Background: an optimization exercise with open tools, aiming at small area. Do not read the settings as production practice. The RTL was checked by simulation tests, not by an equivalence proof against the original design. Power figures rest on the tool's default switching activity, not on a simulated workload.

==> flow/design.v <==
package dost_pkg;
    localparam int DEF_TIMER_SLOTS = 16;
    localparam int DEF_TIME_WIDTH  = 32;
    localparam logic [1:0] FUNC_TICK  = 2'd0;
    localparam logic [1:0] FUNC_START = 2'd1;
    localparam logic [1:0] FUNC_STOP  = 2'd2;
    localparam logic KIND_PLAIN  = 1'b0;
    localparam logic KIND_TICKED = 1'b1;
    typedef struct packed {
        logic [1:0]  func;
        logic        timer_kind;
        logic [3:0]  timer_id;
        logic [31:0] duration;
        logic [31:0] delta;
    } t_req;
    typedef struct packed {
        logic        event_kind;
        logic [3:0]  event_id;
        logic [31:0] event_delta;
        logic        last;
    } t_evt;
    typedef struct packed {
        logic expired;
        logic emit;
    } t_unit_res;
endpackage
module dost_unit #(
    parameter int TIME_WIDTH = dost_pkg::DEF_TIME_WIDTH
) (
    input  logic [TIME_WIDTH-1:0] i_rem_n,
    input  logic [TIME_WIDTH-1:0] i_delta,
    input  logic                  i_kind,
    output logic [TIME_WIDTH-1:0] o_rem_n,
    output logic [1:0]            o_res
);
    localparam int LO = TIME_WIDTH / 2;
    localparam int HI = TIME_WIDTH - LO;
    logic [TIME_WIDTH-1:0] a, b, ns;
    logic [LO:0]           nc_lo;
    logic [HI:0]           nc_h0, nc_h1;
    logic [HI-1:0]         ns_h0, ns_h1;
    logic                  nc_out;
    assign a = ~i_rem_n;
    assign b = ~i_delta;
    always_comb begin
        nc_lo[0] = 1'b1;
        for (int i = 0; i < LO; i++) begin
            ns[i]        = a[i] ^ b[i] ^ nc_lo[i];
            nc_lo[i + 1] = (a[i] & b[i]) | (a[i] & nc_lo[i]) | (b[i] & nc_lo[i]);
        end
        nc_h0[0] = 1'b0;
        nc_h1[0] = 1'b1;
        for (int i = 0; i < HI; i++) begin
            ns_h0[i]     = a[LO + i] ^ b[LO + i] ^ nc_h0[i];
            nc_h0[i + 1] = (a[LO + i] & b[LO + i]) | (a[LO + i] & nc_h0[i])
                           | (b[LO + i] & nc_h0[i]);
            ns_h1[i]     = a[LO + i] ^ b[LO + i] ^ nc_h1[i];
            nc_h1[i + 1] = (a[LO + i] & b[LO + i]) | (a[LO + i] & nc_h1[i])
                           | (b[LO + i] & nc_h1[i]);
        end
        ns[TIME_WIDTH-1:LO] = nc_lo[LO] ? ns_h1 : ns_h0;
        nc_out              = nc_lo[LO] ? nc_h1[HI] : nc_h0[HI];
    end
    assign o_rem_n = ~ns;
    dost_pkg::t_unit_res res;
    always_comb begin
        res.expired = !nc_out || (&o_rem_n);
        res.emit    = (i_kind == dost_pkg::KIND_PLAIN) ? res.expired : !res.expired;
    end
    assign o_res = res;
endmodule
module dost_slot_ram #(
    parameter int DEPTH = 32,
    parameter int WIDTH = 32
) (
    input  logic             i_clk,
    input  logic             i_shift,
    input  logic [WIDTH-1:0] i_tail_n,
    input  logic [DEPTH-1:0] i_ld,
    input  logic [WIDTH-1:0] i_wdata,
    output logic [WIDTH-1:0] o_head_n
);
    logic [WIDTH-1:0] r_mem [DEPTH];
    logic [DEPTH-1:0] ld, hold;
    always_comb begin
        for (int p = 0; p < DEPTH; p++) begin
            ld[p]   = !i_shift && i_ld[p];
            hold[p] = !i_shift && !i_ld[p];
        end
    end
    always_ff @(posedge i_clk) begin
        for (int p = 0; p < DEPTH; p++) begin
            if (p == 0) begin
                r_mem[p] <= ({WIDTH{hold[p]}} & r_mem[p]) | ({WIDTH{i_shift}} & ~i_tail_n)
                            | ({WIDTH{ld[p]}} & i_wdata);
            end else if (p % 2 == 1) begin
                r_mem[p] <= ({WIDTH{hold[p]}} & r_mem[p]) | ({WIDTH{i_shift}} & ~r_mem[p-1])
                            | ({WIDTH{ld[p]}} & ~i_wdata);
            end else begin
                r_mem[p] <= ({WIDTH{hold[p]}} & r_mem[p]) | ({WIDTH{i_shift}} & ~r_mem[p-1])
                            | ({WIDTH{ld[p]}} & i_wdata);
            end
        end
    end
    assign o_head_n = r_mem[DEPTH-1];
endmodule
module deferred_one_shot_timer_array #(
    parameter int TIMER_SLOTS = dost_pkg::DEF_TIMER_SLOTS,
    parameter int TIME_WIDTH  = dost_pkg::DEF_TIME_WIDTH
) (
    input  logic            i_clk,
    input  logic            i_rst_n,
    input  logic            start,
    input  logic [70:0]     i_req,
    output logic            busy,
    output logic            o_strobe,
    output logic [37:0]     o_evt
);
    dost_pkg::t_req req;
    assign req = i_req;
    localparam int ALL_SLOTS = 2 * TIMER_SLOTS;
    logic                  r_busy;
    logic [5:0]            r_cnt;
    logic [ALL_SLOTS-1:0]  r_active;
    logic [ALL_SLOTS-1:0]  r_next;
    logic                  r_hold_vld;
    logic                  r_strobe;
    logic [TIME_WIDTH-1:0] r_delta;
    logic [4:0]            r_hold;
    logic [4:0]            r_out;
    logic                  r_last;
    logic                  apply, flush, bval;
    logic                  go, is_start, is_stop;
    logic [4:0]            addr;
    logic                  act_a, nxt_a;
    logic                  dur_we, live;
    logic                  stop_en;
    logic [ALL_SLOTS-1:0]  ring_ld;
    logic [TIME_WIDTH-1:0] head_n;
    logic [TIME_WIDTH-1:0] new_rem_n;
    dost_pkg::t_unit_res   res;
    assign apply = r_busy && (r_cnt == 6'd30);
    assign flush = r_busy && (r_cnt == 6'd0);
    assign bval  = r_busy && r_cnt[5];
    assign go       = start && !r_busy;
    assign is_start = go && (req.func == dost_pkg::FUNC_START);
    assign is_stop  = go && (req.func == dost_pkg::FUNC_STOP);
    assign addr  = r_busy ? r_cnt[4:0] : {req.timer_kind, req.timer_id};
    assign act_a = r_active[addr];
    assign nxt_a = r_next[addr];
    assign dur_we  = is_start && !act_a && !nxt_a;
    assign live    = bval && act_a;
    always_comb begin
        for (int k = 0; k < ALL_SLOTS; k++) begin
            ring_ld[ALL_SLOTS-1-k] = dur_we && (addr == 5'(k));
        end
    end
    assign stop_en = is_stop || (live && res.expired);
    dost_slot_ram #(
        .DEPTH (ALL_SLOTS),
        .WIDTH (TIME_WIDTH)
    ) u_rem_ram (
        .i_clk    (i_clk),
        .i_shift  (bval),
        .i_tail_n (new_rem_n),
        .i_ld     (ring_ld),
        .i_wdata  (TIME_WIDTH'(req.duration)),
        .o_head_n (head_n)
    );
    dost_unit #(
        .TIME_WIDTH (TIME_WIDTH)
    ) u_unit (
        .i_rem_n (head_n),
        .i_delta (r_delta),
        .i_kind  (addr[4]),
        .o_rem_n (new_rem_n),
        .o_res   (res)
    );
    always_ff @(posedge i_clk) begin
        if (!i_rst_n) begin
            r_busy     <= 1'b0;
            r_active   <= '0;
            r_next     <= '0;
            r_hold_vld <= 1'b0;
            r_strobe   <= 1'b0;
        end else begin
            if (r_busy) begin
                r_busy <= (r_cnt != 6'd0);
            end else begin
                r_busy <= start && (req.func == dost_pkg::FUNC_TICK);
            end
            for (int k = 0; k < ALL_SLOTS; k++) begin
                if (apply) begin
                    r_active[k] <= r_next[k];
                end
                if (dur_we && (addr == 5'(k))) begin
                    r_next[k] <= 1'b1;
                end else if (stop_en && (addr[3:0] == 4'(k)) && r_active[k]) begin
                    r_next[k] <= 1'b0;
                end
            end
            r_strobe <= 1'b0;
            if (live && res.emit) begin
                r_strobe   <= r_hold_vld;
                r_hold_vld <= 1'b1;
            end
            if (flush) begin
                r_strobe   <= r_hold_vld;
                r_hold_vld <= 1'b0;
            end
        end
    end
    always_ff @(posedge i_clk) begin
        r_cnt <= r_busy ? r_cnt + 6'd1 : 6'd30;
        if (!r_busy) begin
            r_delta <= TIME_WIDTH'(req.delta);
        end
        if (live && res.emit) begin
            r_hold <= addr;
        end
        r_out  <= r_hold;
        r_last <= flush;
    end
    assign busy     = r_busy;
    assign o_strobe = r_strobe;
    assign o_evt    = {r_out[4], r_out[3:0], r_out[4] ? r_delta : 32'd0, r_last};
endmodule
Settings: LEC_CHECK=0, ABC_AREA=1, CAP_MARGIN=20, CORE_MARGIN=2, CORE_UTILIZATION=70, CTS_BUF_LIST=sky130_fd_sc_hd__clkbuf_4, CTS_CLUSTER_DIAMETER=40, CTS_CLUSTER_SIZE=10, PLACE_DENSITY=0.8, SLEW_MARGIN=20; clock period 12.0 ns.
run.sh (not shown) runs the stock make flow with config.mk's settings and CLKGATE_MAP_FILE= SYNTH_SCRIPT=/design/flow/synth_recipe.tcl, a recipe that flattens the netlist after the stock synthesis.
Change:
==> flow/flow/run.sh (new file) <==
#!/bin/bash
# Layout flow: the standard flow (standard.sh: unchanged synthesis and
# steps) with two settings passed through the environment:
#  - input/output port buffers use the smallest buffer cell (buf_1);
#  - clock tree synthesis uses clkbuf_4 with sink clustering, without dummy
#    loads for balancing.
# Each tool's full output stays in its ORFS log under orfs/logs; the output
# of this script and of make goes to flow_run.log.
set -e
exec > flow_run.log 2>&1
export BUFFER_PORTS_ARGS="-buffer_cell sky130_fd_sc_hd__buf_1"
export CTS_ARGS="-sink_clustering_enable -repair_clock_nets -dont_use_dummy_load -buf_list sky130_fd_sc_hd__clkbuf_4 -sink_clustering_size 10 -sink_clustering_max_diameter 40"
bash standard.sh
==> flow/standard.sh (new file) <==
#!/bin/bash
# synth_recipe.tcl (not shown) runs the flow's synth.tcl, then flattens the netlist and writes it again
# the make line also repeats each setting of config.mk as NAME=value (left out here)
make -C /OpenROAD-flow-scripts/flow DESIGN_CONFIG=/design/flow/config.mk WORK_HOME=/design/flow/orfs CLKGATE_MAP_FILE= SYNTH_SCRIPT=/design/flow/synth_recipe.tcl "${@:-finish}"
removed: flow/run.sh
After rerunning: The new run completed without violations. Area after synthesis is unchanged. Combinational power stays flat. Global-route usage barely changes.

## port drivers added, routing unchanged
In the flow no input, the clock included, has a driving cell. The finished layouts below were timed again as built, in two steps.
Step 1 assumes that a clkbuf_16 drives the clock port and a buf_2 every other input.
Step 2 adds t to the input delays and takes it off the output delays; t is the mean of the earliest and latest rising clock arrival at the registers after step 1. Input paths then give back, and output paths get back, about the clock's delay inside the block.
a / b / c = ideal ports / drivers / drivers and shift; a / b = the first two.
run	t, ns	slack for setup (ns)	hold WS [ns]	worst setup path after step 2	clock arrival spread, ns
the first run	1.052	2.264 / 2.264 / 2.264	0.357 / 0.357 / 0.357	register to register	0.062 / 0.062
the second run	1.060	2.202 / 2.202 / 2.202	0.348 / 0.348 / 0.348	register to register	0.063 / 0.063
After both steps setup and hold are still met in every run listed.
